Context: an optimization exercise on an open-source flow, tuned for small area. The choices shown serve that exercise and are no tape-out recipe. Function was checked by simulation only, so behaviour that the tests miss may differ from the original. Power and IR drop assume default switching activity.

`flow/design.v`:
```
`timescale 1ns/1ns
package cpu8_core_pkg;
    localparam int data_w    = 8;
    localparam int num_regs  = 8;
    localparam int reg_idx_w = $clog2(num_regs);
    typedef logic [data_w-1:0]    data_t;
    typedef logic [reg_idx_w-1:0] reg_idx_t;
endpackage
`timescale 1ns/1ns
package cpu8_isa_pkg;
    localparam int cinstr_w = 14;
    typedef logic [cinstr_w-1:0] cinstr_t;
    localparam logic [3:0] c_add = 4'b0000;
    localparam logic [3:0] c_sub = 4'b0001;
    localparam logic [3:0] c_and = 4'b0010;
    localparam logic [3:0] c_or  = 4'b0011;
    localparam logic [3:0] c_mul = 4'b0100;
    localparam logic [3:0] c_sll = 4'b1000;
    localparam logic [3:0] c_srl = 4'b1001;
    localparam logic [3:0] c_sra = 4'b1010;
    localparam logic [3:0] c_ror = 4'b1011;
endpackage
`timescale 1ns/1ns
module control_unit (
    input  logic [31:0]           word,
    output cpu8_isa_pkg::cinstr_t enc
);
    logic [7:0] op;
    logic [2:0] rd, rs1, rs2;
    logic [5:0] off;
    logic [7:0] imm;
    assign op  = word[31:24];
    assign rd  = word[18:16];
    assign off = word[21:16];
    assign rs1 = word[10:8];
    assign rs2 = word[2:0];
    assign imm = word[7:0];
    function automatic logic [13:0] alu_form(input logic [3:0] c,
                                             input logic [2:0] a,
                                             input logic [2:0] b);
        alu_form = {1'b0, c[3:2], rd, c[1:0], a, b};
    endfunction
    always_comb begin
        case (op)
            8'd0:    enc = alu_form(cpu8_isa_pkg::c_add, rs1, rs2);
            8'd1:    enc = alu_form(cpu8_isa_pkg::c_sub, rs1, rs2);
            8'd2:    enc = alu_form(cpu8_isa_pkg::c_and, rs1, rs2);
            8'd3:    enc = alu_form(cpu8_isa_pkg::c_or,  rs1, rs2);
            8'd4:    enc = alu_form(cpu8_isa_pkg::c_or,  rs2, rs2);   
            8'd5:    enc = {1'b0, 2'b11, rd, imm};                    
            8'd6:    enc = {1'b1, 1'b0, off, 3'd0, 3'd0};             
            8'd7:    enc = {1'b1, 1'b0, off, rs1, rs2};               
            8'd8:    enc = {1'b1, 1'b1, off, rs1, rs2};               
            8'd9:    enc = alu_form(cpu8_isa_pkg::c_mul, rs1, rs2);
            8'd10:   enc = alu_form(cpu8_isa_pkg::c_sll, rs1, rs2);
            8'd11:   enc = alu_form(cpu8_isa_pkg::c_srl, rs1, rs2);
            8'd12:   enc = alu_form(cpu8_isa_pkg::c_sra, rs1, rs2);
            8'd13:   enc = alu_form(cpu8_isa_pkg::c_ror, rs1, rs2);
            default: enc = {1'b1, 1'b1, off, 3'd0, 3'd0};             
        endcase
    end
endmodule
`timescale 1ns/1ns
module alu (
    input  cpu8_isa_pkg::cinstr_t e,
    input  cpu8_core_pkg::data_t  a,
    input  cpu8_core_pkg::data_t  b,
    output cpu8_core_pkg::data_t  result,
    output logic                  zero
);
    logic [3:0] c;
    logic       sub;
    logic [2:0] shamt;
    cpu8_core_pkg::data_t sum;
    assign c     = {e[12:11], e[7:6]};
    assign shamt = e[2:0];
    assign sub   = e[13] | (c == cpu8_isa_pkg::c_sub);
    assign sum   = a + (sub ? ~b : b) + {7'd0, sub};
    assign zero  = (sum == '0);
    always_comb begin
        if (e[12:11] == 2'b11) begin
            result = e[7:0];   
        end else begin
            case (c)
                cpu8_isa_pkg::c_and: result = a & b;
                cpu8_isa_pkg::c_or:  result = a | b;
                cpu8_isa_pkg::c_mul: result = cpu8_core_pkg::data_t'(a * b);
                cpu8_isa_pkg::c_sll: result = a << shamt;
                cpu8_isa_pkg::c_srl: result = a >> shamt;
                cpu8_isa_pkg::c_sra: result = cpu8_core_pkg::data_t'($signed(a) >>> shamt);
                cpu8_isa_pkg::c_ror: result = cpu8_core_pkg::data_t'({a, a} >> shamt);
                default:             result = sum;
            endcase
        end
    end
endmodule
`timescale 1ns/1ns
module reg_file (
    input  logic                    clk,
    input  logic                    rst_n,
    input  logic                    we,
    input  cpu8_core_pkg::reg_idx_t waddr,
    input  cpu8_core_pkg::data_t    wdata,
    input  cpu8_core_pkg::reg_idx_t raddr1,
    input  cpu8_core_pkg::reg_idx_t raddr2,
    output cpu8_core_pkg::data_t    rdata1,
    output cpu8_core_pkg::data_t    rdata2
);
    logic [7:0] regs [0:cpu8_core_pkg::num_regs-1];
    always_ff @(posedge clk) begin
        for (int i = 0; i < cpu8_core_pkg::num_regs; i++) begin
            if (!rst_n || (we && waddr == i)) begin
                regs[i] <= wdata & {8{rst_n}};
            end
        end
    end
    assign rdata1 = regs[raddr1];
    assign rdata2 = regs[raddr2];
endmodule
`timescale 1ns/1ns
module pc_unit (
    input  logic       clk,
    input  logic       rst_n,
    input  logic       run,
    input  logic       taken,
    input  logic [5:0] offset,
    output logic [5:0] pc
);
    logic [5:0] pc_seq;
    assign pc_seq = pc + 6'd1;
    always_ff @(posedge clk) begin
        if (!rst_n) begin
            pc <= '0;
        end else if (run) begin
            pc <= taken ? pc_seq + offset : pc_seq;
        end
    end
endmodule
`timescale 1ns/1ns
module instr_mem (
    input  logic                  clk,
    input  logic                  we,
    input  logic [5:0]            waddr,
    input  cpu8_isa_pkg::cinstr_t wdata,
    input  logic [5:0]            raddr,
    output cpu8_isa_pkg::cinstr_t rdata
);
    localparam int w = cpu8_isa_pkg::cinstr_w;
    logic [w-1:0] mem [0:63];   
    always_ff @(posedge clk) begin
        if (we) begin
            mem[waddr] <= wdata;
        end
    end
    logic [7:0]   lo_sel, hi_sel;
    logic [w-1:0] grp [0:7];
    always_comb begin
        for (int j = 0; j < 8; j++) begin
            lo_sel[j] = (raddr[2:0] == j);
            hi_sel[j] = (raddr[5:3] == j);
        end
        for (int g = 0; g < 8; g++) begin
            grp[g] = '0;
            for (int j = 0; j < 8; j++) begin
                grp[g] = grp[g] | (mem[8*g+j] & {w{lo_sel[j]}});
            end
        end
        rdata = '0;
        for (int g = 0; g < 8; g++) begin
            rdata = rdata | (grp[g] & {w{hi_sel[g]}});
        end
    end
endmodule
`timescale 1ns/1ns
module cpu8_top #(
    parameter int imem_depth = 64
) (
    input  logic                          clk,
    input  logic                          rst_n,
    input  logic                          run,
    input  logic                          prog_we,
    input  logic [$clog2(imem_depth)-1:0] prog_addr,
    input  logic [31:0]                   prog_data,
    output logic                          retire,
    output logic [$clog2(imem_depth)-1:0] pc,
    output logic                          wb_en,
    output logic [2:0]                    wb_reg,
    output logic [7:0]                    wb_data
);
    cpu8_isa_pkg::cinstr_t enc;
    cpu8_isa_pkg::cinstr_t e;
    cpu8_core_pkg::data_t  rdata1;
    cpu8_core_pkg::data_t  rdata2;
    cpu8_core_pkg::data_t  alu_result;
    logic                  alu_zero;
    logic                  rf_we;
    logic                  taken;
    control_unit u_enc (
        .word (prog_data),
        .enc  (enc)
    );
    instr_mem u_imem (
        .clk   (clk),
        .we    (prog_we & ~run),   
        .waddr (prog_addr),
        .wdata (enc),
        .raddr (pc),
        .rdata (e)
    );
    assign rf_we = run & ~e[13];
    assign taken = e[13] & (e[12] ^ alu_zero);
    reg_file u_rf (
        .clk    (clk),
        .rst_n  (rst_n),
        .we     (rf_we),
        .waddr  (e[10:8]),
        .wdata  (alu_result),
        .raddr1 (e[5:3]),
        .raddr2 (e[2:0]),
        .rdata1 (rdata1),
        .rdata2 (rdata2)
    );
    alu u_alu (
        .e      (e),
        .a      (rdata1),
        .b      (rdata2),
        .result (alu_result),
        .zero   (alu_zero)
    );
    pc_unit u_pc (
        .clk    (clk),
        .rst_n  (rst_n),
        .run    (run),
        .taken  (taken),
        .offset (e[11:6]),
        .pc     (pc)
    );
    assign retire  = run;
    assign wb_en   = rf_we;
    assign wb_reg  = e[10:8];
    assign wb_data = alu_result;
endmodule
```
`flow/run.sh`:
```
#!/bin/bash
# synth_recipe.tcl (not shown) runs the flow's synth.tcl, then flattens the netlist and writes it again
# the make line also repeats each setting of config.mk as NAME=value (left out here)
make -C /OpenROAD-flow-scripts/flow DESIGN_CONFIG=/design/flow/config.mk WORK_HOME=/design/flow/orfs CLKGATE_MAP_FILE= SYNTH_SCRIPT=/design/flow/synth_recipe.tcl finish
```
`flow/config.mk`:
```
export PLATFORM = sky130hd
export DESIGN_NAME = cpu8_top
export DESIGN_NICKNAME = cpu8_top
export VERILOG_FILES = /design/flow/design.v
export SDC_FILE = /design/flow/constraint.sdc
export NUM_CORES = 4
export LEC_CHECK = 0
export CAP_MARGIN = 20
export CORE_MARGIN = 2
export CORE_UTILIZATION = 60
export SLEW_MARGIN = 20
```
`flow/constraint.sdc`:
```
create_clock -name core_clock -period 12.5 [get_ports {clk}]
set_input_delay 2.5000 -clock core_clock [delete_from_list [all_inputs] [get_ports {clk}]]
set_output_delay 2.5000 -clock core_clock [all_outputs]
set_load 0.01 [all_outputs]
```
==> flow_summary.json <==
{
  "setup_ws_ns": 0.400,
  "grt_pass1_wl_um": 163000,
  "synth.cell_area_um2": 39900,
  "status": "finished clean",
  "drive_gt1_share_pct": 12.8,
  "cp_max_fo": 56,
  "power_density_nw_per_um2": 198,
  "antenna_found_initial": 4,
  "final-seq-area_um2": 29000,
  "hp-class": "reg -> reg",
  "drv_cap": 0,
  "crit_arrival_ns": 9.60,
  "ys_types": 84,
  "grtUsageTotal_pct": 33.0,
  "grt-ovfl-total": 0,
  "syn-instance-count": 2566,
  "final_area_um2": 45000,
  "reg2reg_to": "u_rf.regs[1][7]",
  "holdPathEnd": "u_pc.pc[1]",
  "max_slew_margin_pct": 24.4,
  "reg2reg_depth": 29,
  "synthMostInstantiatedCell": "edfxtp_1",
  "die_h_um": 262,
  "ios": 61,
  "cpMostUsedCell": "inv_1",
  "rows": 94,
  "min_from": "u_pc.pc[1]",
  "async_reset_ff_share_pct": 0,
  "gp_congestion": 0.953,
  "fin_nets": 2773,
  "clock_sinks": 966,
  "vias_per_cell": 7.03,
  "route.vias.total": 25478,
  "routedWlPerCell_um": 31.2,
  "rsz0062_at_grt": "false",
  "core_area_um2": 65700,
  "synth_area_leaders": "edfxtp_1 72%, a222oi_1 5.5%, mux2i_1 2.0%",
  "critPathCaptureType": "output port",
  "hold_viol_final": 0,
  "clk_pin_slew_ns": 0.06,
  "r2r_slack_ns": 3.30,
  "start_util_pct": 60.7,
  "start_kind": "flip-flop",
  "fin_crit_ns": 12.10,
  "placed_area_um2": 42000,
  "finalSetupTns_ns": 0,
  "dp.cells": 3449,
  "r2r_start": "u_pc.pc[0]",
  "cts_buffers": 96,
  "portBuffers": 53,
  "yosysWarnings": 7,
  "syn_nets": 2655,
  "seq_area_frac_synth_pct": 72.6,
  "final.fill_count": 4428,
  "cts_root_buf": "clkbuf_16",
  "fmax_ghz": 0.0826,
  "power.leakage_nw": 14.5,
  "wl_um": 113000,
  "ant_nets": 0,
  "synthTopCellsByCount": "960 x edfxtp_1, 218 x a222oi_1, 179 x nand2_1",
  "min_path_cells": 2,
  "worst_pin_slew_ns": 1.13,
  "max_stage_delay_ns": 0.75,
  "cts_tree": "yes",
  "final-setup-viol-count": 0,
  "area_growth_pct": 12.7,
  "multiInputGateArea_um2": 10100,
  "ys_seq_elements": 966,
  "clk_latency_ns": 0.66,
  "synth_top_cell_area_share_pct": 72.3,
  "grt_max_degree": 90,
  "drtIter0Drc": 4177,
  "cts_buffer_depth": 3,
  "synth_edf_count": 960,
  "maxSlewViolCount": 0,
  "synth.avg_cell_area_um2": 15.5,
  "cp.required_ns": 10.00,
  "hpwl_um": 68900,
  "firstDrtPassIters": 12,
  "die_w_um": 262,
  "vdd_drop_max_mv": 0.215,
  "yosys.area.top_type": "edfxtp_1",
  "instances_no_fill": 3623,
  "h-tree-depth": 3,
  "cp_slowest_cell": "or3_1",
  "ys.flop_type": "edfxtp_1",
  "period_share_pct": 96.8,
  "skew_ns": 0.0316,
  "place_ws_ns": 1.02,
  "path_class": "reg -> out",
  "utilization_pct": 68.4,
  "route.detailed.drc": 0,
  "fp.dieArea_um2": 68600,
  "grt_pass1_vias": 24351
}
## power by group
group	internal (mW)	switching [mW]	total [mW]
logic	0.961	1.45	2.41
clock network	1.51	1.21	2.71
registers	3.73	0.0608	3.79
total	6.19	2.72	8.91
## timing repair
item | 4_1_cts | 5_1_grt
resized for setup | 0 | 5
endpoints found under the setup margin | 0 | 1
hold buffers | 0 | 0
setup buffers | 0 | 1
## critical path: cells and delay by family, from the launching register on
kind | cells | cell delay, ns
fa+ha+maj | 6 | 2.02
flops | 1 | 0.49
compound gates | 8 | 2.59
simple gates | 6 | 1.92
buf+inv | 6 | 1.02
xor+xnor | 4 | 0.80
## through the flow
step	total power [mW]	hold WS, ns
floorplan	5.43	0.595
global placement	6.21	0.624
detailed placement	6.22	0.645
CTS	8.91	0.659
global route	9.28	0.712
finish	8.91	0.654
## logic make-up after synthesis
kind of cell | count (synthesis) | share of synthesized area (%)
compound gates | 685 | 13.8
xor+xnor | 31 | 0.787
fa+ha+maj | 51 | 1.84
buf+inv | 231 | 2.71
flops | 966 | 72.6
mux | 99 | 2.54
simple gates | 503 | 5.78
## sequential cells by signal, summed over array words and instances, names as in the netlist
name	flops
u_imem.mem	896
u_rf.regs	64
u_pc.pc	6
## routing by layer
metal	track usage, %	part of all wire [%]
met5	0	0.035
met4	11.3	3.3
met3	6.05	10
met2	53.3	48
met1	45.7	39
## area by class of cell
type | count | share of cell area [%]
clock inverter | 56 | 0.996
sequential | 966 | 64.4
timing repair buffer | 199 | 3.78
clock buffer | 114 | 5.54
tap | 864 | 2.40
inverter | 52 | 0.451
antenna | 3 | 0.0167
multi-input combinational | 1369 | 22.4
## cell usage in the layout, fill, tap and decap left out, types with 8 or more instances in the layout
cell | synthesis | layout
edfxtp_1 | 960 | 960
o22ai_1 | 26 | 25
o21ai_1 | 3 | 15
a221oi_1 | 39 | 39
clkdlybuf4s50_1 | 0 | 53
and2_1 | 31 | 31
inv_1 | 50 | 50
nor3_1 | 22 | 21
nand2b_1 | 15 | 15
clkbuf_1 | 88 | 17
o21ai_0 | 91 | 75
fa_1 | 14 | 14
nand2_1 | 179 | 179
a21o_1 | 14 | 14
clkbuf_16 | 0 | 97
o2111ai_1 | 11 | 11
a32oi_1 | 14 | 14
a22oi_1 | 55 | 55
xnor2_1 | 22 | 22
nor2_2 | 1 | 8
a222oi_1 | 218 | 218
mux2i_1 | 80 | 79
or3_1 | 12 | 12
nand3_1 | 39 | 38
o211ai_1 | 16 | 16
a31o_2 | 10 | 10
and3_1 | 14 | 14
ha_1 | 33 | 28
a22o_1 | 37 | 37
nor2_1 | 142 | 133
a31oi_1 | 11 | 11
clkinv_1 | 0 | 25
clkinv_2 | 0 | 16
buf_4 | 2 | 140
a21oi_1 | 73 | 73
mux2_2 | 19 | 19
## worst max-delay path by stage
stage	slack, ns	endpoint	cells after the start	start
2_1_floorplan	2.06	wb_data[7]	37	u_pc.pc[2]
3_3_place_gp	1.03	wb_data[7]	31	u_pc.pc[0]
3_5_place_dp	1.02	wb_data[7]	31	u_pc.pc[0]
4_1_cts	0.32	wb_data[7]	31	u_pc.pc[0]
5_1_grt	0.0005	wb_data[7]	30	u_pc.pc[0]
6_report	0.40	wb_data[7]	30	u_pc.pc[0]

==> re-timing with driven ports <==
How much do the figures lean on ideal ports? The routed layout below was timed once more, with nothing changed but the port constraints.
Step 1 sets driving cells, clkbuf_16 on the clock port and buf_2 on the other inputs (assumed; they add their load-dependent delay and slew).
Step 2 moves the port delays by t, midway between the first and last clock arrival at a register: inputs arrive t later, outputs are due t later. That takes back most of the time a late clock gives input paths.
Slacks: ideal ports / drivers / drivers and shift; pairs: ideal ports / drivers.
shift t [ns]: 0.716
setup WS [ns]: 0.400 / 0.331 / 1.047
hold slack, ns: 0.654 / 0.654 / 0.654
worst register clock-pin slew, ns: 0.07 / 0.07
worst slew at a driven data input, ns: 0.04
After both steps this run still meets setup and hold. For this run, drivers alone change the setup slack by -0.069 ns; drivers and shift together by +0.647 ns.
